Background: an optimization exercise with open tools, aiming at small area. Do not read the settings as production practice. RTL that was checked went through simulation tests only; none was proved equivalent to the original. For runs 3 and 4, only the layout was checked, not whether the RTL still works. Power and IR drop assume default switching activity.

## flow/design.v

```verilog
package requant_pkg;
    localparam int ACC_W   = 22;
    localparam int MANT_W  = 9;
    localparam int PROD_W  = 2 * MANT_W;
    localparam int ACT_W   = 8;
    localparam int SHIFT_W = 5;
    typedef logic signed [ACC_W-1:0] acc_t;
    typedef logic signed [MANT_W-1:0] mant_t;
    typedef logic signed [PROD_W-1:0] prod_t;
    typedef logic signed [ACT_W-1:0] act_t;
    typedef logic [SHIFT_W-1:0] shift_t;
    typedef enum logic [1:0] {
        WIN_13 = 2'd0,
        WIN_8  = 2'd1,
        WIN_5  = 2'd2,
        WIN_3  = 2'd3
    } win_lo_t;
    localparam act_t ACT_MAX = 8'sh7f;
    localparam act_t ACT_MIN = 8'sh80;
endpackage
`timescale 1ns/1ps
module rq_fa (
    input  logic a,
    input  logic b,
    input  logic ci,
    output logic s,
    output logic co
);
    assign s  = a ^ b ^ ci;
    assign co = (a & b) | (a & ci) | (b & ci);
endmodule
module rq_fa1 (
    input  logic a,
    input  logic b,
    output logic s,
    output logic co
);
    rq_xnor2 u_s  (.a(a), .b(b), .y(s));
    rq_or2   u_co (.a(a), .b(b), .y(co));
endmodule
module rq_xnor2 (
    input  logic a,
    input  logic b,
    output logic y
);
    assign y = ~(a ^ b);
endmodule
module rq_or2 (
    input  logic a,
    input  logic b,
    output logic y
);
    assign y = a | b;
endmodule
module rq_ha (
    input  logic a,
    input  logic b,
    output logic s,
    output logic co
);
    assign s  = a ^ b;
    assign co = a & b;
endmodule
`timescale 1ns/1ps
import requant_pkg::*;
module scale_table
#(
    parameter int DN     = 6,
    parameter int GROUPS = 4
) (
    input  logic                        clk,
    input  logic                        rst_n,
    input  logic                        scale_we,
    input  logic [$clog2(GROUPS)-1:0]   scale_addr,
    input  logic [DN*MANT_W-1:0]        scale_wdata,
    input  logic [$clog2(GROUPS)-1:0]   grp,
    output logic [DN*MANT_W-1:0]        rd_scale,
    output logic                        rd_zero
);
    localparam int WW = DN * MANT_W;
    logic [GROUPS*WW-1:0] mem;
    logic [GROUPS-1:0]    wr_seen;
    for (genvar g = 0; g < GROUPS; g++) begin : g_word
        always_ff @(posedge clk) begin
            if (scale_we && scale_addr == g) begin
                mem[g*WW +: WW] <= scale_wdata;
            end
        end
        always_ff @(posedge clk or negedge rst_n) begin
            if (!rst_n) begin
                wr_seen[g] <= 1'b0;
            end else if (scale_we && scale_addr == g) begin
                wr_seen[g] <= 1'b1;
            end
        end
    end
    logic [GROUPS-1:0] rd_sel;
    always_comb begin
        for (int g = 0; g < GROUPS; g++) begin
            rd_sel[g] = (grp == g);
        end
    end
    for (genvar b = 0; b < WW; b++) begin : g_rd
        rq_sel4 u_sel (
            .d ({mem[3*WW + b], mem[2*WW + b], mem[WW + b], mem[b]}),
            .s (rd_sel),
            .y (rd_scale[b])
        );
    end
    assign rd_zero = !wr_seen[grp];
endmodule
module rq_sel4 (
    input  logic [3:0] d,
    input  logic [3:0] s,
    output logic       y
);
    assign y = (d[0] & s[0]) | (d[1] & s[1]) | (d[2] & s[2]) | (d[3] & s[3]);
endmodule
`timescale 1ns/1ps
import requant_pkg::*;
module requant_top
#(
    parameter int DN     = 6,
    parameter int GROUPS = 4
) (
    input  logic                        clk,
    input  logic                        rst_n,
    input  logic [DN*ACC_W-1:0]         acc_data,
    input  logic                        acc_valid,
    input  logic [$clog2(GROUPS)-1:0]   grp,
    input  logic [SHIFT_W-1:0]          n,
    input  logic                        relu_en,
    input  logic                        scale_we,
    input  logic [$clog2(GROUPS)-1:0]   scale_addr,
    input  logic [DN*MANT_W-1:0]        scale_wdata,
    output logic [DN*ACT_W-1:0]         act_data,
    output logic                        act_valid
);
    logic [DN*MANT_W-1:0] rd_scale;
    logic                 rd_zero;
    scale_table #(
        .DN          (DN),
        .GROUPS      (GROUPS)
    ) u_scale_table (
        .clk         (clk),
        .rst_n       (rst_n),
        .scale_we    (scale_we),
        .scale_addr  (scale_addr),
        .scale_wdata (scale_wdata),
        .grp         (grp),
        .rd_scale    (rd_scale),
        .rd_zero     (rd_zero)
    );
    logic relu_q;
    logic zero_q;
    always_ff @(posedge clk) begin
        relu_q <= relu_en;
        zero_q <= rd_zero;
    end
    for (genvar i = 0; i < DN; i++) begin : g_lane
        logic [ACC_W-1:0]   a;
        logic [MANT_W-1:0]  scl;
        logic               run16, run13, run11;
        logic [MANT_W-1:0]  win;
        logic [SHIFT_W-1:0] lo;
        logic [PROD_W-1:0]  prod;
        logic [PROD_W-1:0]  prod_q;
        logic [SHIFT_W-1:0] sh_q;
        assign a   = acc_data[i*ACC_W +: ACC_W];
        assign scl = rd_scale[i*MANT_W +: MANT_W];
        always_comb begin
            run16 = (a[ACC_W-1:16] == {6{a[ACC_W-1]}});
            run13 = (a[ACC_W-1:13] == {9{a[ACC_W-1]}});
            run11 = (a[ACC_W-1:11] == {11{a[ACC_W-1]}});
            if (!run16) begin
                lo  = 5'd13;
                win = a[21:13];
            end else if (!run13) begin
                lo  = 5'd8;
                win = a[16:8];
            end else if (!run11) begin
                lo  = 5'd5;
                win = a[13:5];
            end else begin
                lo  = 5'd3;
                win = a[11:3];
            end
        end
        logic ppn_0_0;
        logic ppn_0_1;
        logic ppn_0_2;
        logic ppn_0_3;
        logic ppn_0_4;
        logic ppn_0_5;
        logic ppn_0_6;
        logic ppn_0_7;
        logic ppn_0_8;
        logic ppn_1_0;
        logic ppn_1_1;
        logic ppn_1_2;
        logic ppn_1_3;
        logic ppn_1_4;
        logic ppn_1_5;
        logic ppn_1_6;
        logic ppn_1_7;
        logic ppn_1_8;
        logic ppn_2_0;
        logic ppn_2_1;
        logic ppn_2_2;
        logic ppn_2_3;
        logic ppn_2_4;
        logic ppn_2_5;
        logic ppn_2_6;
        logic ppn_2_7;
        logic ppn_2_8;
        logic ppn_3_0;
        logic ppn_3_1;
        logic ppn_3_2;
        logic ppn_3_3;
        logic ppn_3_4;
        logic ppn_3_5;
        logic ppn_3_6;
        logic ppn_3_7;
        logic ppn_3_8;
        logic ppn_4_0;
        logic ppn_4_1;
        logic ppn_4_2;
        logic ppn_4_3;
        logic ppn_4_4;
        logic ppn_4_5;
        logic ppn_4_6;
        logic ppn_4_7;
        logic ppn_4_8;
        logic ppn_5_0;
        logic ppn_5_1;
        logic ppn_5_2;
        logic ppn_5_3;
        logic ppn_5_4;
        logic ppn_5_5;
        logic ppn_5_6;
        logic ppn_5_7;
        logic ppn_5_8;
        logic ppn_6_0;
        logic ppn_6_1;
        logic ppn_6_2;
        logic ppn_6_3;
        logic ppn_6_4;
        logic ppn_6_5;
        logic ppn_6_6;
        logic ppn_6_7;
        logic ppn_6_8;
        logic ppn_7_0;
        logic ppn_7_1;
        logic ppn_7_2;
        logic ppn_7_3;
        logic ppn_7_4;
        logic ppn_7_5;
        logic ppn_7_6;
        logic ppn_7_7;
        logic ppn_7_8;
        logic ppn_8_0;
        logic ppn_8_1;
        logic ppn_8_2;
        logic ppn_8_3;
        logic ppn_8_4;
        logic ppn_8_5;
        logic ppn_8_6;
        logic ppn_8_7;
        logic ppn_8_8;
        logic ts0;
        logic tc0;
        logic ts1;
        logic tc1;
        logic ts2;
        logic tc2;
        logic ts3;
        logic tc3;
        logic ts4;
        logic tc4;
        logic ts5;
        logic tc5;
        logic ts6;
        logic tc6;
        logic ts7;
        logic tc7;
        logic ts8;
        logic tc8;
        logic ts9;
        logic tc9;
        logic ts10;
        logic tc10;
        logic ts11;
        logic tc11;
        logic ts12;
        logic tc12;
        logic ts13;
        logic tc13;
        logic ts14;
        logic tc14;
        logic ts15;
        logic tc15;
        logic ts16;
        logic tc16;
        logic ts17;
        logic tc17;
        logic ts18;
        logic tc18;
        logic ts19;
        logic tc19;
        logic ts20;
        logic tc20;
        logic ts21;
        logic tc21;
        logic ts22;
        logic tc22;
        logic ts23;
        logic tc23;
        logic ts24;
        logic tc24;
        logic ts25;
        logic tc25;
        logic ts26;
        logic tc26;
        logic ts27;
        logic tc27;
        logic ts28;
        logic tc28;
        logic ts29;
        logic tc29;
        logic ts30;
        logic tc30;
        logic ts31;
        logic tc31;
        logic ts32;
        logic tc32;
        logic ts33;
        logic tc33;
        logic ts34;
        logic tc34;
        logic ts35;
        logic tc35;
        logic ts36;
        logic tc36;
        logic ts37;
        logic tc37;
        logic ts38;
        logic tc38;
        logic ts39;
        logic tc39;
        logic ts40;
        logic tc40;
        logic ts41;
        logic tc41;
        logic ts42;
        logic tc42;
        logic ts43;
        logic tc43;
        logic ts44;
        logic tc44;
        logic ts45;
        logic tc45;
        logic ts46;
        logic tc46;
        logic ts47;
        logic tc47;
        logic ts48;
        logic tc48;
        logic ts49;
        logic tc49;
        logic ts50;
        logic tc50;
        logic ts51;
        logic tc51;
        logic ts52;
        logic tc52;
        logic ts53;
        logic tc53;
        logic ts54;
        logic tc54;
        logic ts55;
        logic tc55;
        logic [17:0] r0n, r1n;
        assign ppn_0_0 = ~(win[0] & scl[0]);
        assign ppn_0_1 = ~(win[0] & scl[1]);
        assign ppn_0_2 = ~(win[0] & scl[2]);
        assign ppn_0_3 = ~(win[0] & scl[3]);
        assign ppn_0_4 = ~(win[0] & scl[4]);
        assign ppn_0_5 = ~(win[0] & scl[5]);
        assign ppn_0_6 = ~(win[0] & scl[6]);
        assign ppn_0_7 = ~(win[0] & scl[7]);
        assign ppn_0_8 = win[0] & scl[8];
        assign ppn_1_0 = ~(win[1] & scl[0]);
        assign ppn_1_1 = ~(win[1] & scl[1]);
        assign ppn_1_2 = ~(win[1] & scl[2]);
        assign ppn_1_3 = ~(win[1] & scl[3]);
        assign ppn_1_4 = ~(win[1] & scl[4]);
        assign ppn_1_5 = ~(win[1] & scl[5]);
        assign ppn_1_6 = ~(win[1] & scl[6]);
        assign ppn_1_7 = ~(win[1] & scl[7]);
        assign ppn_1_8 = win[1] & scl[8];
        assign ppn_2_0 = ~(win[2] & scl[0]);
        assign ppn_2_1 = ~(win[2] & scl[1]);
        assign ppn_2_2 = ~(win[2] & scl[2]);
        assign ppn_2_3 = ~(win[2] & scl[3]);
        assign ppn_2_4 = ~(win[2] & scl[4]);
        assign ppn_2_5 = ~(win[2] & scl[5]);
        assign ppn_2_6 = ~(win[2] & scl[6]);
        assign ppn_2_7 = ~(win[2] & scl[7]);
        assign ppn_2_8 = win[2] & scl[8];
        assign ppn_3_0 = ~(win[3] & scl[0]);
        assign ppn_3_1 = ~(win[3] & scl[1]);
        assign ppn_3_2 = ~(win[3] & scl[2]);
        assign ppn_3_3 = ~(win[3] & scl[3]);
        assign ppn_3_4 = ~(win[3] & scl[4]);
        assign ppn_3_5 = ~(win[3] & scl[5]);
        assign ppn_3_6 = ~(win[3] & scl[6]);
        assign ppn_3_7 = ~(win[3] & scl[7]);
        assign ppn_3_8 = win[3] & scl[8];
        assign ppn_4_0 = ~(win[4] & scl[0]);
        assign ppn_4_1 = ~(win[4] & scl[1]);
        assign ppn_4_2 = ~(win[4] & scl[2]);
        assign ppn_4_3 = ~(win[4] & scl[3]);
        assign ppn_4_4 = ~(win[4] & scl[4]);
        assign ppn_4_5 = ~(win[4] & scl[5]);
        assign ppn_4_6 = ~(win[4] & scl[6]);
        assign ppn_4_7 = ~(win[4] & scl[7]);
        assign ppn_4_8 = win[4] & scl[8];
        assign ppn_5_0 = ~(win[5] & scl[0]);
        assign ppn_5_1 = ~(win[5] & scl[1]);
        assign ppn_5_2 = ~(win[5] & scl[2]);
        assign ppn_5_3 = ~(win[5] & scl[3]);
        assign ppn_5_4 = ~(win[5] & scl[4]);
        assign ppn_5_5 = ~(win[5] & scl[5]);
        assign ppn_5_6 = ~(win[5] & scl[6]);
        assign ppn_5_7 = ~(win[5] & scl[7]);
        assign ppn_5_8 = win[5] & scl[8];
        assign ppn_6_0 = ~(win[6] & scl[0]);
        assign ppn_6_1 = ~(win[6] & scl[1]);
        assign ppn_6_2 = ~(win[6] & scl[2]);
        assign ppn_6_3 = ~(win[6] & scl[3]);
        assign ppn_6_4 = ~(win[6] & scl[4]);
        assign ppn_6_5 = ~(win[6] & scl[5]);
        assign ppn_6_6 = ~(win[6] & scl[6]);
        assign ppn_6_7 = ~(win[6] & scl[7]);
        assign ppn_6_8 = win[6] & scl[8];
        assign ppn_7_0 = ~(win[7] & scl[0]);
        assign ppn_7_1 = ~(win[7] & scl[1]);
        assign ppn_7_2 = ~(win[7] & scl[2]);
        assign ppn_7_3 = ~(win[7] & scl[3]);
        assign ppn_7_4 = ~(win[7] & scl[4]);
        assign ppn_7_5 = ~(win[7] & scl[5]);
        assign ppn_7_6 = ~(win[7] & scl[6]);
        assign ppn_7_7 = ~(win[7] & scl[7]);
        assign ppn_7_8 = win[7] & scl[8];
        assign ppn_8_0 = win[8] & scl[0];
        assign ppn_8_1 = win[8] & scl[1];
        assign ppn_8_2 = win[8] & scl[2];
        assign ppn_8_3 = win[8] & scl[3];
        assign ppn_8_4 = win[8] & scl[4];
        assign ppn_8_5 = win[8] & scl[5];
        assign ppn_8_6 = win[8] & scl[6];
        assign ppn_8_7 = win[8] & scl[7];
        assign ppn_8_8 = ~(win[8] & scl[8]);
        rq_fa1 u_fa0 (.a(ppn_0_6), .b(ppn_1_5), .s(ts0), .co(tc0));
        rq_fa u_fa1 (.a(ppn_0_7), .b(ppn_1_6), .ci(ppn_2_5), .s(ts1), .co(tc1));
        rq_fa1 u_fa2 (.a(ppn_3_4), .b(ppn_4_3), .s(ts2), .co(tc2));
        rq_fa u_fa3 (.a(ppn_0_8), .b(ppn_1_7), .ci(ppn_2_6), .s(ts3), .co(tc3));
        rq_fa u_fa4 (.a(ppn_3_5), .b(ppn_4_4), .ci(ppn_5_3), .s(ts4), .co(tc4));
        rq_fa1 u_fa5 (.a(ppn_6_2), .b(ppn_7_1), .s(ts5), .co(tc5));
        rq_fa u_fa6 (.a(ppn_1_8), .b(ppn_2_7), .ci(ppn_3_6), .s(ts6), .co(tc6));
        rq_fa u_fa7 (.a(ppn_4_5), .b(ppn_5_4), .ci(ppn_6_3), .s(ts7), .co(tc7));
        rq_ha u_fa8 (.a(ppn_7_2), .b(ppn_8_1), .s(ts8), .co(tc8));
        rq_fa u_fa9 (.a(ppn_2_8), .b(ppn_3_7), .ci(ppn_4_6), .s(ts9), .co(tc9));
        rq_fa u_fa10 (.a(ppn_5_5), .b(ppn_6_4), .ci(ppn_7_3), .s(ts10), .co(tc10));
        rq_fa u_fa11 (.a(ppn_3_8), .b(ppn_4_7), .ci(ppn_5_6), .s(ts11), .co(tc11));
        rq_fa1 u_fa12 (.a(ppn_0_4), .b(ppn_1_3), .s(ts12), .co(tc12));
        rq_fa u_fa13 (.a(ppn_0_5), .b(ppn_1_4), .ci(ppn_2_3), .s(ts13), .co(tc13));
        rq_fa1 u_fa14 (.a(ppn_3_2), .b(ppn_4_1), .s(ts14), .co(tc14));
        rq_fa u_fa15 (.a(ppn_2_4), .b(ppn_3_3), .ci(ppn_4_2), .s(ts15), .co(tc15));
        rq_fa u_fa16 (.a(ppn_5_1), .b(ppn_6_0), .ci(ts0), .s(ts16), .co(tc16));
        rq_fa u_fa17 (.a(ppn_5_2), .b(ppn_6_1), .ci(ppn_7_0), .s(ts17), .co(tc17));
        rq_fa u_fa18 (.a(tc0), .b(ts1), .ci(ts2), .s(ts18), .co(tc18));
        rq_fa u_fa19 (.a(ppn_8_0), .b(tc1), .ci(tc2), .s(ts19), .co(tc19));
        rq_fa u_fa20 (.a(ts3), .b(ts4), .ci(ts5), .s(ts20), .co(tc20));
        rq_fa u_fa21 (.a(tc3), .b(tc4), .ci(tc5), .s(ts21), .co(tc21));
        rq_fa u_fa22 (.a(ts6), .b(ts7), .ci(ts8), .s(ts22), .co(tc22));
        rq_fa u_fa23 (.a(ppn_8_2), .b(tc6), .ci(tc7), .s(ts23), .co(tc23));
        rq_fa u_fa24 (.a(tc8), .b(ts9), .ci(ts10), .s(ts24), .co(tc24));
        rq_fa u_fa25 (.a(ppn_6_5), .b(ppn_7_4), .ci(ppn_8_3), .s(ts25), .co(tc25));
        rq_fa u_fa26 (.a(tc9), .b(tc10), .ci(ts11), .s(ts26), .co(tc26));
        rq_fa u_fa27 (.a(ppn_4_8), .b(ppn_5_7), .ci(ppn_6_6), .s(ts27), .co(tc27));
        rq_fa u_fa28 (.a(ppn_7_5), .b(ppn_8_4), .ci(tc11), .s(ts28), .co(tc28));
        rq_fa u_fa29 (.a(ppn_5_8), .b(ppn_6_7), .ci(ppn_7_6), .s(ts29), .co(tc29));
        rq_fa1 u_fa30 (.a(ppn_0_3), .b(ppn_1_2), .s(ts30), .co(tc30));
        rq_fa u_fa31 (.a(ppn_2_2), .b(ppn_3_1), .ci(ppn_4_0), .s(ts31), .co(tc31));
        rq_fa u_fa32 (.a(ppn_5_0), .b(tc12), .ci(ts13), .s(ts32), .co(tc32));
        rq_fa u_fa33 (.a(tc13), .b(tc14), .ci(ts15), .s(ts33), .co(tc33));
        rq_fa u_fa34 (.a(tc15), .b(tc16), .ci(ts17), .s(ts34), .co(tc34));
        rq_fa u_fa35 (.a(tc17), .b(tc18), .ci(ts19), .s(ts35), .co(tc35));
        rq_fa u_fa36 (.a(tc19), .b(tc20), .ci(ts21), .s(ts36), .co(tc36));
        rq_fa u_fa37 (.a(tc21), .b(tc22), .ci(ts23), .s(ts37), .co(tc37));
        rq_fa u_fa38 (.a(tc23), .b(tc24), .ci(ts25), .s(ts38), .co(tc38));
        rq_fa u_fa39 (.a(tc25), .b(tc26), .ci(ts27), .s(ts39), .co(tc39));
        rq_fa u_fa40 (.a(ppn_8_5), .b(tc27), .ci(tc28), .s(ts40), .co(tc40));
        rq_fa u_fa41 (.a(ppn_6_8), .b(ppn_7_7), .ci(ppn_8_6), .s(ts41), .co(tc41));
        rq_fa1 u_fa42 (.a(ppn_0_2), .b(ppn_1_1), .s(ts42), .co(tc42));
        rq_fa u_fa43 (.a(ppn_2_1), .b(ppn_3_0), .ci(ts30), .s(ts43), .co(tc43));
        rq_fa u_fa44 (.a(ts12), .b(tc30), .ci(ts31), .s(ts44), .co(tc44));
        rq_fa u_fa45 (.a(ts14), .b(tc31), .ci(ts32), .s(ts45), .co(tc45));
        rq_fa u_fa46 (.a(ts16), .b(tc32), .ci(ts33), .s(ts46), .co(tc46));
        rq_fa u_fa47 (.a(ts18), .b(tc33), .ci(ts34), .s(ts47), .co(tc47));
        rq_fa u_fa48 (.a(ts20), .b(tc34), .ci(ts35), .s(ts48), .co(tc48));
        rq_fa u_fa49 (.a(ts22), .b(tc35), .ci(ts36), .s(ts49), .co(tc49));
        rq_fa u_fa50 (.a(ts24), .b(tc36), .ci(ts37), .s(ts50), .co(tc50));
        rq_fa u_fa51 (.a(ts26), .b(tc37), .ci(ts38), .s(ts51), .co(tc51));
        rq_fa u_fa52 (.a(ts28), .b(tc38), .ci(ts39), .s(ts52), .co(tc52));
        rq_fa u_fa53 (.a(ts29), .b(tc39), .ci(ts40), .s(ts53), .co(tc53));
        rq_fa u_fa54 (.a(tc29), .b(tc40), .ci(ts41), .s(ts54), .co(tc54));
        rq_fa u_fa55 (.a(ppn_7_8), .b(ppn_8_7), .ci(tc41), .s(ts55), .co(tc55));
        assign r0n = {1'b0, ppn_8_8, tc54, tc53, tc52, tc51, tc50, tc49, tc48, tc47, tc46, tc45, tc44, tc43, tc42, ppn_2_0, ppn_0_1, ppn_0_0};
        assign r1n = {1'b1, tc55, ts55, ts54, ts53, ts52, ts51, ts50, ts49, ts48, ts47, ts46, ts45, ts44, ts43, ts42, ppn_1_0, 1'b1};
        assign prod = ~(r0n + r1n + 18'd1);
        always_ff @(posedge clk) begin
            prod_q <= prod;
            sh_q   <= n - lo;
        end
        logic               sgn;
        logic [26:0]        e;
        logic [23:0]        s4;
        logic [14:0]        s3;
        logic [10:0]        s2;
        logic [8:0]         s1;
        logic [7:0]         s0;
        logic [7:0]         f8;
        logic               g;
        logic               fits;
        logic [18:8]        run;
        logic [7:0]         cy;
        logic               p01, p23, p45, p0123;
        logic               zero;
        logic [ACT_W-1:0]   res;
        always_comb begin
            sgn = prod_q[PROD_W-1];
            e   = {{8{sgn}}, prod_q, 1'b0};
            for (int k = 0; k < 24; k++) s4[k] = (sh_q[4] && k < 10) ? e[k+16] : e[k];
            for (int k = 0; k < 15; k++) s3[k] = sh_q[3] ? s4[k+8] : s4[k];
            for (int k = 0; k < 11; k++) s2[k] = sh_q[2] ? s3[k+4] : s3[k];
            for (int k = 0; k < 9;  k++) s1[k] = sh_q[1] ? s2[k+2] : s2[k];
            for (int k = 0; k < 8;  k++) s0[k] = sh_q[0] ? s1[k+1] : s1[k];
            g  = s0[0];
            f8 = {sgn, s0[7:1]};
            run[18] = 1'b1;
            for (int k = 17; k >= 8; k--) begin
                run[k] = run[k+1] & (e[k] == sgn);
            end
            fits = (sh_q >= 5'd11) ? 1'b1 : run[sh_q + 5'd8];
            zero = (sh_q >= 5'd18) || zero_q || (relu_q && sgn);
            p01   = f8[0] & f8[1];
            p23   = f8[2] & f8[3];
            p45   = f8[4] & f8[5];
            p0123 = p01 & p23;
            cy[0] = g;
            cy[1] = g & f8[0];
            cy[2] = g & p01;
            cy[3] = g & p01 & f8[2];
            cy[4] = g & p0123;
            cy[5] = g & p0123 & f8[4];
            cy[6] = g & p0123 & p45;
            cy[7] = g & p0123 & p45 & f8[6];
            if (zero) begin
                res = '0;
            end else if (!fits || (cy[7] && !f8[7])) begin
                res = sgn ? ACT_MIN : ACT_MAX;
            end else begin
                res = f8 ^ cy;
            end
        end
        assign act_data[i*ACT_W +: ACT_W] = res;
    end
    always_ff @(posedge clk or negedge rst_n) begin
        if (!rst_n) begin
            act_valid <= 1'b0;
        end else begin
            act_valid <= acc_valid;
        end
    end
endmodule
```

## flow/flow/run.sh

```bash
#!/bin/bash
set -euo pipefail
here=$(pwd)
export BUFFER_PORTS_ARGS="-buffer_cell sky130_fd_sc_hd__buf_1"
export CTS_ARGS="-sink_clustering_enable -repair_clock_nets -dont_use_dummy_load -buf_list sky130_fd_sc_hd__clkbuf_2 -sink_clustering_size 6 -sink_clustering_max_diameter 40"
export RECOVER_POWER=100
export POST_GLOBAL_ROUTE_TCL="$here/flow/post_grt.tcl"
export PRE_GLOBAL_PLACE_TCL="$here/flow/pre_gpl.tcl"
bash standard.sh > standard.log 2>&1
```

## flow/flow/post_grt.tcl

```tcl
# after power recovery: fix any slew / capacitance limit it broke, and any
# setup path it slowed too far, then legalize and reroute what changed
global_route -start_incremental
repair_design -slew_margin $::env(SLEW_MARGIN) -cap_margin $::env(CAP_MARGIN)
repair_timing -setup -setup_margin 0.05 -repair_tns 100
detailed_placement
global_route -end_incremental
estimate_parasitics -global_routing
report_check_types -max_slew -max_capacitance -violators
report_worst_slack -max
```

## flow/flow/pre_gpl.tcl

```tcl
# drop the buffers synthesis inserted; placement-aware repair re-buffers
# where a net needs it
remove_buffers
```

## flow/standard.sh

```bash
#!/bin/bash
# synth_recipe.tcl (not shown) runs the flow's synth.tcl, then flattens the netlist and writes it again
# the make line also repeats each setting of config.mk as NAME=value (left out here)
make -C /OpenROAD-flow-scripts/flow DESIGN_CONFIG=/design/flow/config.mk WORK_HOME=/design/flow/orfs CLKGATE_MAP_FILE= SYNTH_SCRIPT=/design/flow/synth_recipe.tcl "${@:-finish}"
```

## flow/config.mk

```make
export PLATFORM = sky130hd
export DESIGN_NAME = requant_top
export DESIGN_NICKNAME = requant_top
export VERILOG_FILES = /design/flow/design.v
export SDC_FILE = /design/flow/constraint.sdc
export NUM_CORES = 4
export LEC_CHECK = 0
export CAP_MARGIN = 5
export CORE_MARGIN = 2
export CORE_UTILIZATION = 40
export GPL_TIMING_DRIVEN = 0
export SLEW_MARGIN = 5
export SYNTH_HIERARCHICAL = 1
```

## flow/constraint.sdc

```tcl
create_clock -name core_clock -period 6.5 [get_ports {clk}]
set_input_delay 1.3000 -clock core_clock [delete_from_list [all_inputs] [get_ports {clk}]]
set_output_delay 1.3000 -clock core_clock [all_outputs]
set_load 0.01 [all_outputs]
```

==> key figures, run 1 <==
Detailed routing
  • Avg WL per Cell: 18.4 um
  • Post-route antenna net violation count: 0
  • Residual DRC: 0
  • Vias: around 26000
  • Pre-antenna DRT Iters: 5
  • WL final: ~85000 um
  • Initial DRC count: 1752
  • Via/cell ratio: ~5.6

Final layout
  • Layout cell share with drive strength beyond 1: 0.0778
  • Finished Cell Area: roughly 36000 um^2
  • Layout Nets: approximately 4200
  • Layout Area Growth over Synthesis: 6.80%
  • Reg area: about 9400 um^2
  • Area occupied by multi-input gates: about 23000 um^2
  • Filler cell count: 8003

Power
  • PnR Total Power: 0.0133 W
  • Sw Pwr: approximately 0.006 W
  • Combinational fraction of design power: 0.649
  • Clock network power share: 0.082
  • PwrDens: ~370 nW/um^2
  • Switch share: 0.457
  • Sequential share of power: 0.268
  • Worst IR drop on VDD: around 0.19 mV
  • Internal power: 0.00723 W
  • Leakage power: about 13 nW

STA
  • Total negative slack: 0 ns
  • Final setup viols: 0
  • Least-Margin Pin Slew: between 1 and 1.5 ns
  • Slew HR: 0.116
  • Minimum clock period: a little over 6 ns
  • Final Cycle Share: 0.955
  • WHS: about 0.26 ns
  • Worst Clk Skew: roughly 0.15 ns
  • FMAX: approximately 160 MHz
  • Final-report hold violation count: 0
  • Slew Limit Fails: 0

Global routing
  • First-pass GRT wire length: 137000 um
  • Initial antenna violation count: 25
  • Vias in the first global route: roughly 26000
  • Gr usage total: 0.200
  • Largest net degree at the start of global routing: 35
  • Grt ovf: 0

Floorplan
  • Core area: around 82000 um^2
  • Die height: approximately 290 um
  • # rows: 105
  • Initial Utilization: 0.405
  • Top-Level Pins: 249
  • Die area: ~86000 um^2
  • Die W: about 290 um

Run
  • Max Cap Viol: 0

Clock network
  • TritonCTS clock tree: built
  • CTS buffer count: between 80 and 90
  • Maximum buffer depth of the clock tree: 3
  • Clock sink count: 361
  • Root Driver: clkbuf_2
  • Worst-skew pair later-pin latency: approximately 1.0 ns
  • Resize count post-CTS: 1
  • Clock slew at reported path FFs: approximately 0.10 ns
  • Hold_buf cts: 0
  • CTS HTree Levels: 3
  • Post-CTS Setup Bufs: 0

Setup path
  • Buffers & Inverters on Critical Path: 2
  • CP required: 7.40 ns
  • Startpoint types: primary input
  • Crit-path cells: clkbuf_2 > or4_1 > nor2_1 > o22a_2 > inv_1 > nand2_2 > o221a_2 > nand2_1 > fa_1 > fa_1 > fa_1 > fa_1 > ha_1 > a21bo_2 > nor2_1 > a221oi_1 > o21ai_0 > or4_1 > and3_1
  • Crit path DAT: 7.11 ns
  • Cell family with most CP delay: adder cells
  • Setup slack, reg-to-reg: around 1.7 ns
  • Slowest CP cell: or4_1
  • Critical path class: in -> reg
  • Critical path peak fanout: 16
  • Crit path top cell by count: fa_1
  • CP max stage delay: approximately 0.58 ns
  • Crit end category: flip-flop

Placement
  • RD Place Congestion: between 0.8 and 0.9
  • Post-DP Area: roughly 35000 um^2
  • DPL Wire Length: about 64000 um
  • Port bufs: 230

Logic synthesis
  • Synth cell types: 92
  • Mapped Area: between 30000 and 40000 um^2
  • Synthesized instance count: 3381
  • Count of warnings emitted by yosys: 86
  • EDFF count, synth: roughly 220
  • Synthesized area per cell: between 9 and 10 um^2
  • Register area share after synthesis: 0.283
  • Post-synth ARST share: 0.0139
  • Ys flop type: edfxtp_1
  • #FFs+latches synth: around 360

Outcome
  • Status: complete, no violations

Worst hold path
  • Hold Path Class: in -> async
==> cells in the mapped netlist (all sizes together), types with 7 or more instances <==
cell | n | area [um^2]
a21oi | 148 | 744
ha | 174 | 2180
and3 | 8 | 50.1
nor2b | 36 | 225
o21ai | 122 | 614
and4 | 10 | 87.6
a21o | 42 | 315
xor2 | 59 | 517
a211oi | 49 | 388
nand3 | 28 | 140
a31oi | 32 | 206
o22ai | 20 | 131
and2 | 127 | 795
a211o | 10 | 87.6
or4 | 16 | 120
or2 | 51 | 319
a22oi | 111 | 833
nand2b | 45 | 282
o21a | 29 | 218
or3 | 19 | 119
nand2 | 568 | 2130
buf | 109 | 500
o211ai | 28 | 210
a2111oi | 17 | 169
mux4 | 27 | 608
nand4 | 17 | 106
o221a | 14 | 158
mux2i | 127 | 1270
clkbuf | 50 | 188
nor4 | 9 | 56.3
fa | 300 | 6010
a21boi | 9 | 67.6
dfxtp | 140 | 2800
edfxtp | 216 | 6490
a221oi | 11 | 115
inv | 116 | 435
o311ai | 11 | 96.4
o31ai | 7 | 52.6
xnor2 | 102 | 893
o21bai | 9 | 67.6
nor3 | 46 | 240
mux2 | 77 | 867
nor2 | 166 | 654
==> layout by cell type, fill, tap and decap left out, types with 12 or more instances in the layout <==
cell       count
o211ai_1      28
o21ai_0      107
and2_1       117
or4_1         16
a31oi_1       30
a21oi_1      141
mux2_2        65
a211oi_1      46
nand2_1      566
or2_1         42
a21o_1        42
xnor2_1      102
a2111oi_0     12
mux2_1        12
o221a_2       13
nor2_1       162
or3_1         19
a22oi_1      111
edfxtp_1     216
o22ai_1       19
clkbuf_2      87
nand2b_1      45
xor2_1        59
nand4_1       17
o21a_1        29
mux4_2        27
diode_2       15
dfxtp_2       15
inv_1        108
ha_1         174
dfxtp_1      125
buf_1        220
clkbuf_1      13
fa_1         300
nand3_1       27
mux2i_1      126
nor3_1        44
nor2b_1       35
==> cells by family (layout without fill, tap and decap cells) <==
logic type               Yosys count  in the layout  synth area share
buffers and inverters            276            444            0.0339
XOR/XNOR                         161            161            0.0424
adder cells (fa/ha/maj)          474            474             0.246
AND/OR/NAND/NOR                 1161           1161             0.164
other                              0             15                 0
flip-flops                       361            361             0.283
AO/OA/AOI/OAI                    717            717             0.148
multiplexers                     231            231            0.0825
==> sequential cells by signal (all words and copies together) (netlist names) <==
register               flops
act_valid                  1
g_lane.sh_q               30
u_scale_table.mem        216
g_lane.prod_q            108
zero_q                     1
relu_q                     1
u_scale_table.wr_seen      4
==> worst paths after layout <==
path                                            end                startpoint  cells after the start
hold / removal             u_scale_table.wr_seen[0]                     rst_n                      1
setup / recovery               g_lane[5].prod_q[15]             acc_data[131]                     19
setup reg to reg               g_lane[5].prod_q[15]     u_scale_table.mem[53]                     13
min in group core_clock                   act_valid                 acc_valid                      1
max in group asynchronous                 act_valid                     rst_n                      1
hold reg to reg            u_scale_table.wr_seen[1]  u_scale_table.wr_seen[1]                      1
==> stage by stage <==
stage	std cells	utilization	worst slack (ns)
4_1_cts	4617	0.431	0.0327
3_3_place_gp	4522	0.423	-3.24
6_report	4634	0.432	0.294
3_5_place_dp	4536	0.426	-0.934
2_1_floorplan	3381	-	0.00116
==> modules after synthesis (local to each module, per instance), a selection <==
module       cells  copies in the design  area (um^2)  flops+latches
requant_top   2606                     1        19100            141
rq_fa            1                   288         20.0              0
rq_xnor2         1                    42         8.76              0
rq_sel4          3                    54         18.8              0
rq_ha            1                     6         12.5              0
rq_or2           1                    42         6.26              0
==> final cells by class <==
type                    instances  share of cell area
multi-input cells            2744               0.643
well taps                    1070              0.0377
clock buffers                  81              0.0114
inverters                     117              0.0125
diodes                         15             0.00106
repair buffers                246              0.0290
flip-flops and latches        361               0.265
==> routing by layer <==
metal  up-vias  track usage  share of wire  wire [um]
met2       723        0.323           0.47      39700
li1      12400            -              -          -
met4        22       0.0580          0.022       1870
met5         -            0         0.0017        145
met3       146       0.0414          0.065       5570
met1     12600        0.270           0.44      37900
==> power by group through the flow <==
stage / Combinational, W / Sequential, W / Clock [W]
4_1_cts: 0.00871 / 0.00356 / 0.00117
3_5_place_dp: 0.00865 / 0.00361 / 0
2_1_floorplan: 0.00716 / 0.00325 / 0
6_report: 0.00865 / 0.00357 / 0.00110
3_3_place_gp: 0.00857 / 0.00361 / 0
==> run 2: changes to the inputs <==
--- a/flow/design.v
+++ b/flow/design.v
@@ -535,5 +535,5 @@
         logic               g;
         logic               fits;
-        logic [18:8]        run;
+        logic               ok3, ok2, ok1, ok0;
         logic [7:0]         cy;
         logic               p01, p23, p45, p0123;
@@ -550,9 +550,10 @@
             g  = s0[0];
             f8 = {sgn, s0[7:1]};
-            run[18] = 1'b1;
-            for (int k = 17; k >= 8; k--) begin
-                run[k] = run[k+1] & (e[k] == sgn);
-            end
-            fits = (sh_q >= 5'd11) ? 1'b1 : run[sh_q + 5'd8];
+            ok3  = (e[17:15] == {3{sgn}});
+            ok2  = (s3[14:11] == {4{sgn}});
+            ok1  = (s2[10:9] == {2{sgn}});
+            ok0  = (s1[8] == sgn);
+            fits = sh_q[4] || ((sh_q[3] || ok3) && (sh_q[2] || ok2) &&
+                               (sh_q[1] || ok1) && (sh_q[0] || ok0));
             zero = (sh_q >= 5'd18) || zero_q || (relu_q && sgn);
             p01   = f8[0] & f8[1];
==> flow/flow/run.sh (replaced) <==
#!/bin/bash
set -euo pipefail
here=$(pwd)
export BUFFER_PORTS_ARGS="-buffer_cell sky130_fd_sc_hd__buf_1"
export CTS_ARGS="-sink_clustering_enable -repair_clock_nets -dont_use_dummy_load -buf_list sky130_fd_sc_hd__clkbuf_4 -sink_clustering_size 10 -sink_clustering_max_diameter 50"
export RECOVER_POWER=100
export POST_GLOBAL_ROUTE_TCL="$here/flow/post_grt.tcl"
export PRE_GLOBAL_PLACE_TCL="$here/flow/pre_gpl.tcl"
bash standard.sh > standard.log 2>&1
==> key figures, run 2 <==
Setup path
  • Crit path DAT: approximately 6.9 ns
  • Buffers & Inverters on Critical Path: 1
  • Critical path class: in -> reg
  • FF-to-FF End: g_lane[2].prod_q[14]
  • Worst R2R Start: u_scale_table.mem[134]
  • Critical path depth: 20
  • Critical Path Start: acc_data[87]
  • Startpoint types: primary input
  • Slowest CP cell: or4_1
  • Setup slack, reg-to-reg: ~1.7 ns
  • Worst Setup EP: g_lane[3].prod_q[16]
  • Critical path peak fanout: 15
  • Crit path top cell by count: fa_1
  • CP max stage delay: 0.65 ns
  • FF-to-FF path depth: 15
  • Crit end category: flip-flop
  • Crit-path cells: clkbuf_2 > or4_1 > o32ai_4 > and2_1 > nand2_1 > o22ai_1 > a21oi_1 > nand2_1 > fa_1 > fa_1 > fa_1 > fa_1 > ha_1 > a21o_1 > a21o_1 > a21oi_1 > o21bai_1 > a21oi_1 > a31oi_1 > xnor2_1
  • Cell family with most CP delay: adder cells
  • CP required: 7.16 ns

Logic synthesis
  • Count of warnings emitted by yosys: 86
  • Top cells by area, synth: edfxtp_1 20%, fa_1 19%, dfxtp_1 8.7%
  • Most frequent cells after synthesis: 567 x nand2_1, 300 x fa_1, 216 x edfxtp_1, 162 x ha_1, 157 x a21oi_1
  • Most frequent cell after synthesis: nand2_1
  • Synth cell types: 87
  • Most area-hungry cell type in the Yosys netlist: edfxtp_1
  • #FFs+latches synth: ~360
  • Yosys top cell area share: 0.201
  • Post-synth ARST share: 0.0139
  • Ys flop type: edfxtp_1
  • Synthesized area per cell: a little under 10 um^2
  • EDFF count, synth: 216
  • Mapped Area: around 32000 um^2
  • Synthesized instance count: about 3300
  • Register area share after synthesis: 0.291

STA
  • Minimum clock period: 6.26 ns
  • Worst Clk Skew: 0.108 ns
  • Final Cycle Share: 0.963
  • Final setup viols: 0
  • FMAX: between 150 and 200 MHz
  • Final-report hold violation count: 0
  • Slew HR: 0.0319
  • Least-Margin Pin Slew: between 1 and 1.5 ns
  • Worst Slack Setup Final: approximately 0.24 ns
  • Slew Limit Fails: 0

Clock network
  • Clock sink count: between 300 and 400
  • Worst-skew pair later-pin latency: roughly 0.8 ns
  • Root Driver: clkbuf_4
  • Resize count post-CTS: 21
  • Clock slew at reported path FFs: about 0.1 ns
  • CTS buffer count: 48
  • Hold_buf cts: 0
  • Maximum buffer depth of the clock tree: 3
  • Post-CTS Setup Bufs: 1
  • CTS HTree Levels: 2
  • TritonCTS clock tree: built

Floorplan
  • Core area: roughly 80000 um^2
  • Die height: slightly below 300 um
  • Die area: between 80000 and 90000 um^2
  • Top-Level Pins: around 250
  • Die W: ~290 um
  • # rows: 104
  • Initial Utilization: 0.403

Placement
  • RD Place Congestion: a little under 0.9
  • DPL Wire Length: ~64000 um
  • Port bufs: 230
  • Placed insts: between 4000 and 5000
  • DP Worst Slack: -1.19 ns

Global routing
  • Gr usage total: 0.202
  • First-pass GRT wire length: around 130000 um
  • Grt ovf: 0
  • Initial antenna violation count: 31
  • Vias in the first global route: between 20000 and 25000
  • Largest net degree at the start of global routing: 46

Final layout
  • Filler cell count: 7765
  • Layout Area Growth over Synthesis: 7.98%
  • Most common cell after layout, fill and taps aside: nand2_1
  • Most flops, register: u_scale_table.mem
  • Reg area: about 9400 um^2
  • Area occupied by multi-input gates: ~22000 um^2
  • Finished Layout Cells: ~4500
  • Biggest regs: u_scale_table.mem: 216 flops, g_lane.prod_q: 108 flops, g_lane.sh_q: 30 flops
  • Largest register FFs: approximately 220
  • Layout cell share with drive strength beyond 1: 0.0767
  • Most frequent cells in the layout: 561 x nand2_1, 300 x fa_1, 219 x buf_1, 216 x edfxtp_1, 162 x ha_1
  • Layout Nets: 4080

Power
  • Leakage power: around 13 nW
  • PwrDens: ~390 nW/um^2
  • Worst IR drop on VDD: slightly below 0.2 mV

Detailed routing
  • Avg WL per Cell: roughly 19 um
  • Initial DRC count: 1465
  • WL final: approximately 84000 um
  • Via/cell ratio: approximately 5.6
  • Post-route antenna net violation count: 0
  • Residual DRC: 0
  • Pre-antenna DRT Iters: 6
  • Vias: around 25000

Run
  • Max Cap Viol: 0

Outcome
  • Status: complete, no violations

Worst hold path
  • Hold Path Class: in -> async
-- run 2: layer usage --
layer  wire length, um  vias up  track usage  part of all wire
li1                  -    11900            -                 -
met1             36400    12200        0.264              0.43
met2             39200      617        0.328              0.46
met3              6390      163       0.0522             0.076
met4              2210       40       0.0589             0.026
met5               276        -            0            0.0033
-- run 2: stage by stage --
step	cell area (um^2)	total power, W	TNS [ns]	hold WS (ns)	utilization
2_1_floorplan	32400	0.0107	-0.0137	0.434	-
4_1_cts	34700	0.0138	0	0.258	0.432
6_report	34900	0.0137	0	0.363	0.435
3_5_place_dp	34200	0.0127	-47.41	0.452	0.426
3_3_place_gp	34000	0.0126	-238.13	0.450	0.423
-- run 2: logic make-up after synthesis --
group | Yosys count | synth area share
simple gates | 1153 | 0.167
compound gates | 679 | 0.144
fa+ha+maj | 462 | 0.248
flops | 361 | 0.291
buf+inv | 261 | 0.0321
mux | 179 | 0.0739
xor+xnor | 159 | 0.0431
-- run 2: power by group --
part / switching, W / internal, W
Combinational: 0.00499 / 0.00423
Clock: 0.000714 / 0.000336
Sequential: 0.000476 / 0.00297
-- run 2: area by class of cell --
class                   instances  area share
flip-flops and latches        361       0.270
multi-input cells            2633       0.636
inverters                     118      0.0127
clock buffers                  48      0.0103
repair buffers                256      0.0327
well taps                    1060      0.0380
diodes                         10    0.000716
-- run 2: worst min-delay path by stage --
| stage | endpoint | slack [ns] | cells past startpoint |
|---|---|---|---|
| after floorplan | u_scale_table.wr_seen[3] | 0.43 | 1 |
| after global placement | u_scale_table.wr_seen[3] | 0.45 | 1 |
| after detailed placement | u_scale_table.wr_seen[1] | 0.45 | 1 |
| after CTS | act_valid | 0.26 | 1 |
| final | act_valid | 0.36 | 1 |
-- run 2: modules after synthesis (local to each module, per instance), a selection --
module / flops+latches / cell area, um^2 / cells
rq_xnor2: 0 / 8.76 / 1
requant_top: 141 / 18200 / 2479
rq_sel4: 0 / 18.8 / 3
rq_or2: 0 / 6.26 / 1
rq_fa: 0 / 20.0 / 1
rq_ha: 0 / 12.5 / 1
==> run 3: changes to the inputs <==
--- a/flow/design.v
+++ b/flow/design.v
@@ -152,9 +152,11 @@
         .rd_zero     (rd_zero)
     );
-    logic relu_q;
-    logic zero_q;
+    logic               relu_q;
+    logic               zero_q;
+    logic [SHIFT_W-1:0] n_q;
     always_ff @(posedge clk) begin
         relu_q <= relu_en;
         zero_q <= rd_zero;
+        n_q    <= n;
     end
     for (genvar i = 0; i < DN; i++) begin : g_lane
@@ -163,7 +165,8 @@
         logic               run16, run13, run11;
         logic [MANT_W-1:0]  win;
-        logic [SHIFT_W-1:0] lo;
         logic [PROD_W-1:0]  prod;
         logic [PROD_W-1:0]  prod_q;
+        logic [1:0]         sel;
+        logic [1:0]         sel_q;
         logic [SHIFT_W-1:0] sh_q;
         assign a   = acc_data[i*ACC_W +: ACC_W];
@@ -174,14 +177,14 @@
             run11 = (a[ACC_W-1:11] == {11{a[ACC_W-1]}});
             if (!run16) begin
-                lo  = 5'd13;
+                sel = WIN_13;
                 win = a[21:13];
             end else if (!run13) begin
-                lo  = 5'd8;
+                sel = WIN_8;
                 win = a[16:8];
             end else if (!run11) begin
-                lo  = 5'd5;
+                sel = WIN_5;
                 win = a[13:5];
             end else begin
-                lo  = 5'd3;
+                sel = WIN_3;
                 win = a[11:3];
             end
@@ -523,5 +526,13 @@
         always_ff @(posedge clk) begin
             prod_q <= prod;
-            sh_q   <= n - lo;
+            sel_q  <= sel;
+        end
+        always_comb begin
+            case (sel_q)
+                WIN_8:   sh_q = n_q - 5'd8;
+                WIN_5:   sh_q = n_q - 5'd5;
+                WIN_3:   sh_q = n_q - 5'd3;
+                default: sh_q = n_q - 5'd13;
+            endcase
         end
         logic               sgn;
@@ -535,5 +546,5 @@
         logic               g;
         logic               fits;
-        logic               ok3, ok2, ok1, ok0;
+        logic [18:8]        run;
         logic [7:0]         cy;
         logic               p01, p23, p45, p0123;
@@ -550,10 +561,9 @@
             g  = s0[0];
             f8 = {sgn, s0[7:1]};
-            ok3  = (e[17:15] == {3{sgn}});
-            ok2  = (s3[14:11] == {4{sgn}});
-            ok1  = (s2[10:9] == {2{sgn}});
-            ok0  = (s1[8] == sgn);
-            fits = sh_q[4] || ((sh_q[3] || ok3) && (sh_q[2] || ok2) &&
-                               (sh_q[1] || ok1) && (sh_q[0] || ok0));
+            run[18] = 1'b1;
+            for (int k = 17; k >= 8; k--) begin
+                run[k] = run[k+1] & (e[k] == sgn);
+            end
+            fits = (sh_q >= 5'd11) ? 1'b1 : run[sh_q + 5'd8];
             zero = (sh_q >= 5'd18) || zero_q || (relu_q && sgn);
             p01   = f8[0] & f8[1];
==> key figures, run 3 <==
Detailed routing
  • Residual DRC: 0
  • Pre-antenna DRT Iters: 6
  • Vias: a little under 30000
  • WL final: a little under 100000 um
  • Post-route antenna net violation count: 0
  • Initial DRC count: 2228
  • Via/cell ratio: just under 6
  • Avg WL per Cell: just under 20 um

Logic synthesis
  • Most frequent cell after synthesis: nand2_1
  • Ys flop type: edfxtp_1
  • Top cells by area, synth: edfxtp_1 20%, fa_1 18%, nand2_1 7.9%
  • Register area share after synthesis: 0.276
  • Post-synth ARST share: 0.0144
  • Synthesized instance count: roughly 3700
  • Synthesized area per cell: ~9.0 um^2
  • Synth cell types: 87
  • Mapped Area: around 33000 um^2
  • #FFs+latches synth: 348
  • EDFF count, synth: about 220
  • Count of warnings emitted by yosys: 86
  • Yosys top cell area share: 0.196
  • Most area-hungry cell type in the Yosys netlist: edfxtp_1
  • Most frequent cells after synthesis: 694 x nand2_1, 294 x fa_1, 216 x edfxtp_1, 198 x a21oi_1, 191 x nor2_1

Clock network
  • Maximum buffer depth of the clock tree: 3
  • Clock slew at reported path FFs: ~0.11 ns
  • Resize count post-CTS: between 100 and 150
  • Hold_buf cts: 0
  • Clock sink count: roughly 350
  • TritonCTS clock tree: built
  • Post-CTS Setup Bufs: between 70 and 80
  • Worst-skew pair later-pin latency: 0.86 ns
  • Root Driver: clkbuf_4
  • CTS HTree Levels: 2
  • CTS buffer count: 52

STA
  • Final setup viols: 0
  • FMAX: about 160 MHz
  • Slew Limit Fails: 0
  • Worst Clk Skew: about 0.11 ns
  • WHS: between 0.2 and 0.3 ns
  • Slew HR: 0.0732
  • Final-report hold violation count: 0
  • Least-Margin Pin Slew: between 1 and 1.5 ns
  • Minimum clock period: between 6 and 7 ns
  • Final Cycle Share: 0.979

Placement
  • DPL Wire Length: between 60000 and 70000 um
  • Port bufs: 230
  • RD Place Congestion: 0.881
  • Post-DP Area: 35100 um^2

Setup path
  • Critical path class: reg -> out
  • Crit end category: primary output
  • Crit path DAT: 5.06 ns
  • Critical path peak fanout: 5
  • Startpoint types: flip-flop
  • FF-to-FF End: g_lane[2].prod_q[14]
  • CP required: around 5.2 ns
  • FF-to-FF path depth: 14
  • Worst R2R Start: u_scale_table.mem[26]
  • Setup slack, reg-to-reg: ~1.6 ns

Outcome
  • Status: complete, no violations

Final layout
  • Most frequent cells in the layout: 688 x nand2_1, 294 x fa_1, 216 x edfxtp_1, 203 x buf_1, 179 x a21oi_1
  • Largest register FFs: about 220
  • Most common cell after layout, fill and taps aside: nand2_1
  • Biggest regs: u_scale_table.mem: 216 flops, g_lane.prod_q: 108 flops, g_lane.sel_q: 12 flops
  • Most flops, register: u_scale_table.mem
  • Layout cell share with drive strength beyond 1: 0.132
  • Layout Area Growth over Synthesis: 15.5%
  • Layout Nets: 4581
  • Finished Cell Area: around 38000 um^2

Floorplan
  • Initial Utilization: 0.404
  • Die W: ~290 um
  • Die area: approximately 85000 um^2
  • Core area: 82100 um^2
  • # rows: 105
  • Die height: between 200 and 300 um
  • Top-Level Pins: 249

Run
  • Max Cap Viol: 0

Global routing
  • Vias in the first global route: about 28000
  • Initial antenna violation count: 9
  • Largest net degree at the start of global routing: 37
  • Gr usage total: 0.222
  • First-pass GRT wire length: around 150000 um
  • Grt ovf: 0

Power
  • Leakage power: 14.0 nW
  • Worst IR drop on VDD: 0.206 mV
  • PwrDens: between 300 and 400 nW/um^2

Worst hold path
  • Hold Path Class: in -> async
-- run 3: cell count changes after synthesis, sizes merged, moves of 26 or more --
cell,change
nor2,+37
a211oi,+33
mux2,-49
a21oi,+41
clkbuf,+64
nand2,+127
nor3,+55
mux4,-38
inv,-26
ha,-28
o21ai,+75
nand3,+62
-- run 3: logic make-up (layout without fill, tap and decap cells) --
logic type	Yosys count	after routing	synth area share
XOR/XNOR	151	151	0.0399
other	0	4	0
buffers and inverters	275	534	0.0323
flip-flops	348	348	0.276
adder cells (fa/ha/maj)	428	428	0.228
AND/OR/NAND/NOR	1472	1477	0.208
AO/OA/AOI/OAI	927	929	0.188
multiplexers	84	84	0.0271
-- run 3: layout make-up --
type	count	area, um^2
multi-input cells	3069	24600
diodes	4	10.0
clock buffers	52	390
fillers	7862	43800
flip-flops and latches	348	9180
inverters	87	354
well taps	1070	1340
repair buffers	395	2400
-- run 3: stage by stage --
stage | utilization | worst slack (ns) | cells | setup TNS (ns) | power, W
CTS | 0.446 | -0.0675 | 4950 | -0.314 | 0.0132
floorplan | - | 0.0191 | 3685 | 0 | 0.00998
detailed placement | 0.427 | -2.18 | 4823 | -111.30 | 0.0119
finish | 0.466 | 0.139 | 5025 | 0 | 0.0135
global placement | 0.421 | -3.92 | 4797 | -448.64 | 0.0118
-- run 3: power breakdown --
| group | switching, W | total [W] | internal (W) |
|---|---|---|---|
| Clock | 0.000713 | 0.00108 | 0.000362 |
| Combinational | 0.00504 | 0.00909 | 0.00405 |
| Sequential | 0.000518 | 0.00338 | 0.00287 |
-- run 3: worst max-delay path by stage --
| stage | depth (start not counted) | slack [ns] | start | to |
|---|---|---|---|---|
| 4_1_cts | 21 | -0.07 | n_q[0] | act_data[37] |
| 6_report | 17 | 0.14 | n_q[0] | act_data[45] |
| 3_5_place_dp | 19 | -2.18 | n_q[0] | act_data[37] |
| 3_3_place_gp | 3 | -3.92 | scale_we | u_scale_table.wr_seen[0] |
| 2_1_floorplan | 17 | 0.02 | grp[1] | g_lane[5].prod_q[16] |
-- run 3: worst max-delay path, stage by stage, from the launching register on --
cell and delay [ns]:
dfxtp_4 0.41, buf_6 0.14, o21a_4 0.22, o211a_4 0.25, or4_4 0.52, or3_4 0.41, a21oi_1 0.21, o22ai_2 0.17
mux2i_1 0.30, o21a_1 0.19, and3b_1 0.20, ha_2 0.18, ha_4 0.17, a31o_4 0.23, o21ai_4 0.15, and2_4 0.19
o211a_1 0.21, buf_2 0.16
-- run 3: layer usage --
metal / global-route usage / wire length (um)
met4: 0.0655 / 2610
met1: 0.300 / 43500
met2: 0.371 / 47200
met3: 0.0287 / 5170
met5: 0 / 63
-- run 3: modules after synthesis, one instance, submodules excluded, a selection --
module	area, um^2	cells inside
requant_top	19000	2910
rq_fa	20.0	1
rq_sel4	18.8	3
rq_ha	12.5	1
rq_xnor2	8.76	1
rq_or2	6.26	1
==> run 4: changes to the inputs <==
--- a/flow/design.v
+++ b/flow/design.v
@@ -152,11 +152,9 @@
         .rd_zero     (rd_zero)
     );
-    logic               relu_q;
-    logic               zero_q;
-    logic [SHIFT_W-1:0] n_q;
+    logic relu_q;
+    logic zero_q;
     always_ff @(posedge clk) begin
         relu_q <= relu_en;
         zero_q <= rd_zero;
-        n_q    <= n;
     end
     for (genvar i = 0; i < DN; i++) begin : g_lane
@@ -165,8 +163,7 @@
         logic               run16, run13, run11;
         logic [MANT_W-1:0]  win;
+        logic [SHIFT_W-1:0] lo;
         logic [PROD_W-1:0]  prod;
         logic [PROD_W-1:0]  prod_q;
-        logic [1:0]         sel;
-        logic [1:0]         sel_q;
         logic [SHIFT_W-1:0] sh_q;
         assign a   = acc_data[i*ACC_W +: ACC_W];
@@ -177,14 +174,14 @@
             run11 = (a[ACC_W-1:11] == {11{a[ACC_W-1]}});
             if (!run16) begin
-                sel = WIN_13;
+                lo  = 5'd13;
                 win = a[21:13];
             end else if (!run13) begin
-                sel = WIN_8;
+                lo  = 5'd8;
                 win = a[16:8];
             end else if (!run11) begin
-                sel = WIN_5;
+                lo  = 5'd5;
                 win = a[13:5];
             end else begin
-                sel = WIN_3;
+                lo  = 5'd3;
                 win = a[11:3];
             end
@@ -384,4 +381,50 @@
         logic tc55;
         logic [17:0] r0n, r1n;
+        logic [18:0] ac;
+        logic [17:0] sm;
+        logic pg_p4, pg_g4;
+        logic pg_p5, pg_g5;
+        logic pg_p6, pg_g6;
+        logic pg_p7, pg_g7;
+        logic pg_p8, pg_g8;
+        logic pg_p9, pg_g9;
+        logic pg_p10, pg_g10;
+        logic pg_p11, pg_g11;
+        logic pg_p12, pg_g12;
+        logic pg_p13, pg_g13;
+        logic pg_p14, pg_g14;
+        logic pg_p15, pg_g15;
+        logic pg_p16, pg_g16;
+        logic pg_p17, pg_g17;
+        logic pf_g0;
+        logic pf_gx0;
+        logic pf_gx1;
+        logic pf_px1;
+        logic pf_gx2;
+        logic pf_px2;
+        logic pf_gx3;
+        logic pf_px3;
+        logic pf_gx4;
+        logic pf_px4;
+        logic pf_gx5;
+        logic pf_px5;
+        logic pf_gx6;
+        logic pf_px6;
+        logic pf_gx7;
+        logic pf_gx8;
+        logic pf_px8;
+        logic pf_gx9;
+        logic pf_px9;
+        logic pf_gx10;
+        logic pf_gx11;
+        logic pf_gx12;
+        logic pf_gx13;
+        logic pf_gx14;
+        logic pf_gx15;
+        logic pf_gx16;
+        logic pf_gx17;
+        logic pf_gx18;
+        logic pf_gx19;
+        logic pf_gx20;
         assign ppn_0_0 = ~(win[0] & scl[0]);
         assign ppn_0_1 = ~(win[0] & scl[1]);
@@ -523,16 +566,99 @@
         assign r0n = {1'b0, ppn_8_8, tc54, tc53, tc52, tc51, tc50, tc49, tc48, tc47, tc46, tc45, tc44, tc43, tc42, ppn_2_0, ppn_0_1, ppn_0_0};
         assign r1n = {1'b1, tc55, ts55, ts54, ts53, ts52, ts51, ts50, ts49, ts48, ts47, ts46, ts45, ts44, ts43, ts42, ppn_1_0, 1'b1};
-        assign prod = ~(r0n + r1n + 18'd1);
+        assign ac[0] = 1'b1;
+        rq_fa u_cpa0 (.a(r0n[0]), .b(r1n[0]), .ci(ac[0]), .s(sm[0]), .co(ac[1]));
+        rq_fa u_cpa1 (.a(r0n[1]), .b(r1n[1]), .ci(ac[1]), .s(sm[1]), .co(ac[2]));
+        rq_fa u_cpa2 (.a(r0n[2]), .b(r1n[2]), .ci(ac[2]), .s(sm[2]), .co(ac[3]));
+        rq_fa u_cpa3 (.a(r0n[3]), .b(r1n[3]), .ci(ac[3]), .s(sm[3]), .co(ac[4]));
+        assign pg_p4 = r0n[4] ^ r1n[4];
+        assign pg_g4 = r0n[4] & r1n[4];
+        assign pg_p5 = r0n[5] ^ r1n[5];
+        assign pg_g5 = r0n[5] & r1n[5];
+        assign pg_p6 = r0n[6] ^ r1n[6];
+        assign pg_g6 = r0n[6] & r1n[6];
+        assign pg_p7 = r0n[7] ^ r1n[7];
+        assign pg_g7 = r0n[7] & r1n[7];
+        assign pg_p8 = r0n[8] ^ r1n[8];
+        assign pg_g8 = r0n[8] & r1n[8];
+        assign pg_p9 = r0n[9] ^ r1n[9];
+        assign pg_g9 = r0n[9] & r1n[9];
+        assign pg_p10 = r0n[10] ^ r1n[10];
+        assign pg_g10 = r0n[10] & r1n[10];
+        assign pg_p11 = r0n[11] ^ r1n[11];
+        assign pg_g11 = r0n[11] & r1n[11];
+        assign pg_p12 = r0n[12] ^ r1n[12];
+        assign pg_g12 = r0n[12] & r1n[12];
+        assign pg_p13 = r0n[13] ^ r1n[13];
+        assign pg_g13 = r0n[13] & r1n[13];
+        assign pg_p14 = r0n[14] ^ r1n[14];
+        assign pg_g14 = r0n[14] & r1n[14];
+        assign pg_p15 = r0n[15] ^ r1n[15];
+        assign pg_g15 = r0n[15] & r1n[15];
+        assign pg_p16 = r0n[16] ^ r1n[16];
+        assign pg_g16 = r0n[16] & r1n[16];
+        assign pg_p17 = r0n[17] ^ r1n[17];
+        assign pg_g17 = r0n[17] & r1n[17];
+        assign pf_g0 = pg_g4 | (pg_p4 & ac[4]);
+        assign pf_gx0 = pg_g5 | (pg_p5 & pf_g0);
+        assign pf_gx1 = pg_g7 | (pg_p7 & pg_g6);
+        assign pf_px1 = pg_p7 & pg_p6;
+        assign pf_gx2 = pg_g9 | (pg_p9 & pg_g8);
+        assign pf_px2 = pg_p9 & pg_p8;
+        assign pf_gx3 = pg_g11 | (pg_p11 & pg_g10);
+        assign pf_px3 = pg_p11 & pg_p10;
+        assign pf_gx4 = pg_g13 | (pg_p13 & pg_g12);
+        assign pf_px4 = pg_p13 & pg_p12;
+        assign pf_gx5 = pg_g15 | (pg_p15 & pg_g14);
+        assign pf_px5 = pg_p15 & pg_p14;
+        assign pf_gx6 = pg_g17 | (pg_p17 & pg_g16);
+        assign pf_px6 = pg_p17 & pg_p16;
+        assign pf_gx7 = pf_gx1 | (pf_px1 & pf_gx0);
+        assign pf_gx8 = pf_gx3 | (pf_px3 & pf_gx2);
+        assign pf_px8 = pf_px3 & pf_px2;
+        assign pf_gx9 = pf_gx5 | (pf_px5 & pf_gx4);
+        assign pf_px9 = pf_px5 & pf_px4;
+        assign pf_gx10 = pf_gx8 | (pf_px8 & pf_gx7);
+        assign pf_gx11 = pf_gx9 | (pf_px9 & pf_gx10);
+        assign pf_gx12 = pf_gx2 | (pf_px2 & pf_gx7);
+        assign pf_gx13 = pf_gx4 | (pf_px4 & pf_gx10);
+        assign pf_gx14 = pf_gx6 | (pf_px6 & pf_gx11);
+        assign pf_gx15 = pg_g6 | (pg_p6 & pf_gx0);
+        assign pf_gx16 = pg_g8 | (pg_p8 & pf_gx7);
+        assign pf_gx17 = pg_g10 | (pg_p10 & pf_gx12);
+        assign pf_gx18 = pg_g12 | (pg_p12 & pf_gx10);
+        assign pf_gx19 = pg_g14 | (pg_p14 & pf_gx13);
+        assign pf_gx20 = pg_g16 | (pg_p16 & pf_gx11);
+        assign ac[5] = pf_g0;
+        assign sm[4] = pg_p4 ^ ac[4];
+        assign ac[6] = pf_gx0;
+        assign sm[5] = pg_p5 ^ ac[5];
+        assign ac[7] = pf_gx15;
+        assign sm[6] = pg_p6 ^ ac[6];
+        assign ac[8] = pf_gx7;
+        assign sm[7] = pg_p7 ^ ac[7];
+        assign ac[9] = pf_gx16;
+        assign sm[8] = pg_p8 ^ ac[8];
+        assign ac[10] = pf_gx12;
+        assign sm[9] = pg_p9 ^ ac[9];
+        assign ac[11] = pf_gx17;
+        assign sm[10] = pg_p10 ^ ac[10];
+        assign ac[12] = pf_gx10;
+        assign sm[11] = pg_p11 ^ ac[11];
+        assign ac[13] = pf_gx18;
+        assign sm[12] = pg_p12 ^ ac[12];
+        assign ac[14] = pf_gx13;
+        assign sm[13] = pg_p13 ^ ac[13];
+        assign ac[15] = pf_gx19;
+        assign sm[14] = pg_p14 ^ ac[14];
+        assign ac[16] = pf_gx11;
+        assign sm[15] = pg_p15 ^ ac[15];
+        assign ac[17] = pf_gx20;
+        assign sm[16] = pg_p16 ^ ac[16];
+        assign ac[18] = pf_gx14;
+        assign sm[17] = pg_p17 ^ ac[17];
+        assign prod = ~sm;
         always_ff @(posedge clk) begin
             prod_q <= prod;
-            sel_q  <= sel;
-        end
-        always_comb begin
-            case (sel_q)
-                WIN_8:   sh_q = n_q - 5'd8;
-                WIN_5:   sh_q = n_q - 5'd5;
-                WIN_3:   sh_q = n_q - 5'd3;
-                default: sh_q = n_q - 5'd13;
-            endcase
+            sh_q   <= n - lo;
         end
         logic               sgn;
--- a/flow/flow/run.sh
+++ b/flow/flow/run.sh
@@ -6,4 +6,3 @@
 export RECOVER_POWER=100
 export POST_GLOBAL_ROUTE_TCL="$here/flow/post_grt.tcl"
-export PRE_GLOBAL_PLACE_TCL="$here/flow/pre_gpl.tcl"
 bash standard.sh > standard.log 2>&1
--- a/flow/config.mk
+++ b/flow/config.mk
@@ -6,8 +6,8 @@
 export NUM_CORES = 4
 export LEC_CHECK = 0
-export CAP_MARGIN = 5
+export CAP_MARGIN = 20
 export CORE_MARGIN = 2
 export CORE_UTILIZATION = 40
 export GPL_TIMING_DRIVEN = 0
-export SLEW_MARGIN = 5
+export SLEW_MARGIN = 20
 export SYNTH_HIERARCHICAL = 1
removed: flow/flow/pre_gpl.tcl
==> key figures, run 4 <==
Clock network
  • Resize count post-CTS: 13
  • TritonCTS clock tree: built
  • Maximum buffer depth of the clock tree: 3
  • Post-CTS Setup Bufs: 3

Power
  • Combinational fraction of design power: 0.641
  • Switch share: 0.434
  • Sequential share of power: 0.274
  • Clock network power share: 0.085
  • PwrDens: between 300 and 400 nW/um^2
  • Leakage power: around 14 nW

Final layout
  • Largest register FFs: ~220
  • Most frequent cells in the layout: 537 x nand2_1, 366 x fa_1, 276 x buf_1, 216 x edfxtp_1, 189 x inv_1
  • Filler cell count: 7978
  • Layout Nets: between 4000 and 5000
  • Biggest regs: u_scale_table.mem: 216 flops, g_lane.prod_q: 108 flops, g_lane.sh_q: 30 flops
  • Finished Cell Area: approximately 36000 um^2
  • Layout Area Growth over Synthesis: 9.87%

STA
  • FMAX: about 160 MHz
  • Final setup viols: 0
  • Minimum clock period: 6.28 ns
  • Final Cycle Share: 0.966
  • Slew Limit Fails: 0

Logic synthesis
  • Ys flop type: edfxtp_1
  • EDFF count, synth: 216
  • Synth cell types: 78
  • Yosys top cell area share: 0.221
  • Register area share after synthesis: 0.284
  • Post-synth ARST share: 0.0139
  • Most area-hungry cell type in the Yosys netlist: fa_1

Run
  • Max Cap Viol: 0

Detailed routing
  • Via/cell ratio: approximately 5.6
  • Residual DRC: 0
  • Initial DRC count: 1525
  • Vias: around 25000
  • Avg WL per Cell: 19.3 um

Floorplan
  • Top-Level Pins: about 250
  • Die height: just under 300 um
  • Core area: just over 80000 um^2
  • Die area: approximately 85000 um^2
  • # rows: about 110

Global routing
  • Vias in the first global route: around 25000
  • Initial antenna violation count: 29
  • Gr usage total: 0.203
  • Grt ovf: 0

Placement
  • Post-DP Area: approximately 36000 um^2

Outcome
  • Status: complete, no violations

Setup path
  • Critical path peak fanout: 27
  • Slowest CP cell: and2b_2
  • Crit end category: flip-flop
-- run 4: path summary, 6_finish.rpt --
| path | start | endpoint | slack (ns) | depth (start not counted) |
|---|---|---|---|---|
| worst min register to register | u_scale_table.wr_seen[3] | u_scale_table.wr_seen[3] | 0.48 | 1 |
| max in group asynchronous | rst_n | u_scale_table.wr_seen[0] | 5.89 | 1 |
| min in group core_clock | u_scale_table.wr_seen[3] | u_scale_table.wr_seen[3] | 0.48 | 1 |
| worst max-delay path | grp[0] | g_lane[0].prod_q[16] | 0.22 | 16 |
| worst max register to register | u_scale_table.mem[115] | g_lane[0].prod_q[16] | 1.51 | 14 |
| worst min-delay path | rst_n | u_scale_table.wr_seen[3] | 0.36 | 1 |
-- run 4: per-layer routing --
layer  wire length [um]  global-route usage
met1              38100               0.273
met2              40900               0.332
met3               6310              0.0431
met4               2370              0.0592
met5                244                   0
-- run 4: critical path: cells and delay by family --
family / cells / cell delay [ns]
AO/OA/AOI/OAI: 4 / 0.89
adder cells (fa/ha/maj): 6 / 2.69
buffers and inverters: 2 / 0.58
AND/OR/NAND/NOR: 4 / 1.43
-- run 4: modules after synthesis, one instance, submodules excluded, excerpt --
module / cells inside / copies in the design / area, um^2 / flops+latches
rq_fa: 1 / 312 / 20.0 / 0
rq_xnor2: 1 / 42 / 8.76 / 0
rq_or2: 1 / 42 / 6.26 / 0
requant_top: 2373 / 1 / 18500 / 141
rq_ha: 1 / 6 / 12.5 / 0
rq_sel4: 3 / 54 / 18.8 / 0
-- run 4: metrics by stage --
stage | utilization | hold WS, ns | power [W] | instances
6_report | 0.444 | 0.364 | 0.0126 | 4556
2_1_floorplan | - | 0.434 | 0.00955 | 3183
3_5_place_dp | 0.436 | 0.451 | 0.0115 | 4498
3_3_place_gp | 0.432 | 0.452 | 0.0114 | 4481
4_1_cts | 0.442 | 0.272 | 0.0126 | 4551
-- run 4: cell families (layout without fill, tap and decap cells) --
kind of cell             Yosys count  after routing  share of synthesized area
AO/OA/AOI/OAI                    571            571                      0.120
other                              1             21                   0.000113
multiplexers                     255            255                      0.110
buffers and inverters            367            660                     0.0443
AND/OR/NAND/NOR                 1005           1006                      0.139
adder cells (fa/ha/maj)          504            504                      0.273
flip-flops                       361            361                      0.284
XOR/XNOR                         108            108                     0.0286
-- run 4: power by group through the flow --
stage | clock network, W | registers, W | logic, W
6_report | 0.00107 | 0.00345 | 0.00806
3_3_place_gp | 0 | 0.00349 | 0.00786
2_1_floorplan | 0 | 0.00327 | 0.00628
3_5_place_dp | 0 | 0.00349 | 0.00804
4_1_cts | 0.00112 | 0.00343 | 0.00808
-- run 4: cell type report --
type | count | area [um^2] | area share
flip-flops and latches | 361 | 9410 | 0.259
plain buffers | 153 | 683 | 0.0188
diodes | 9 | 22.5 | 0.000619
repair buffers | 258 | 1180 | 0.0325
inverters | 199 | 747 | 0.0205
multi-input cells | 2456 | 22600 | 0.622
clock buffers | 50 | 375 | 0.0103
well taps | 1070 | 1340 | 0.0368

separate check: timing with driven ports:
The flow's constraints put no driver on any port. The routed layouts listed below were extracted and timed again, unchanged, in two steps.
Step 1 sets driving cells, clkbuf_16 on the clock port and buf_2 on the other inputs (assumed; they add their load-dependent delay and slew).
Step 2 times the ports against the registers' clock, not the clock port: input delays grow and output delays shrink by t, the midpoint of the rising clock arrivals with the driver on.
Three values: ideal, step 1, step 2; two values: the first two.
| run | t, ns | setup slack, ns |
|---|---|---|
| run 1 | 1.012 | 0.294 / 0.328 / -0.683 |
| run 2 | 0.812 | 0.240 / 0.276 / -0.536 |
| run 3 | 0.842 | 0.139 / 0.078 / -0.479 |
| run 4 | 0.787 | 0.220 / 0.249 / -0.538 |
With both steps, setup timing fails in every run listed, where it was met with ideal ports.
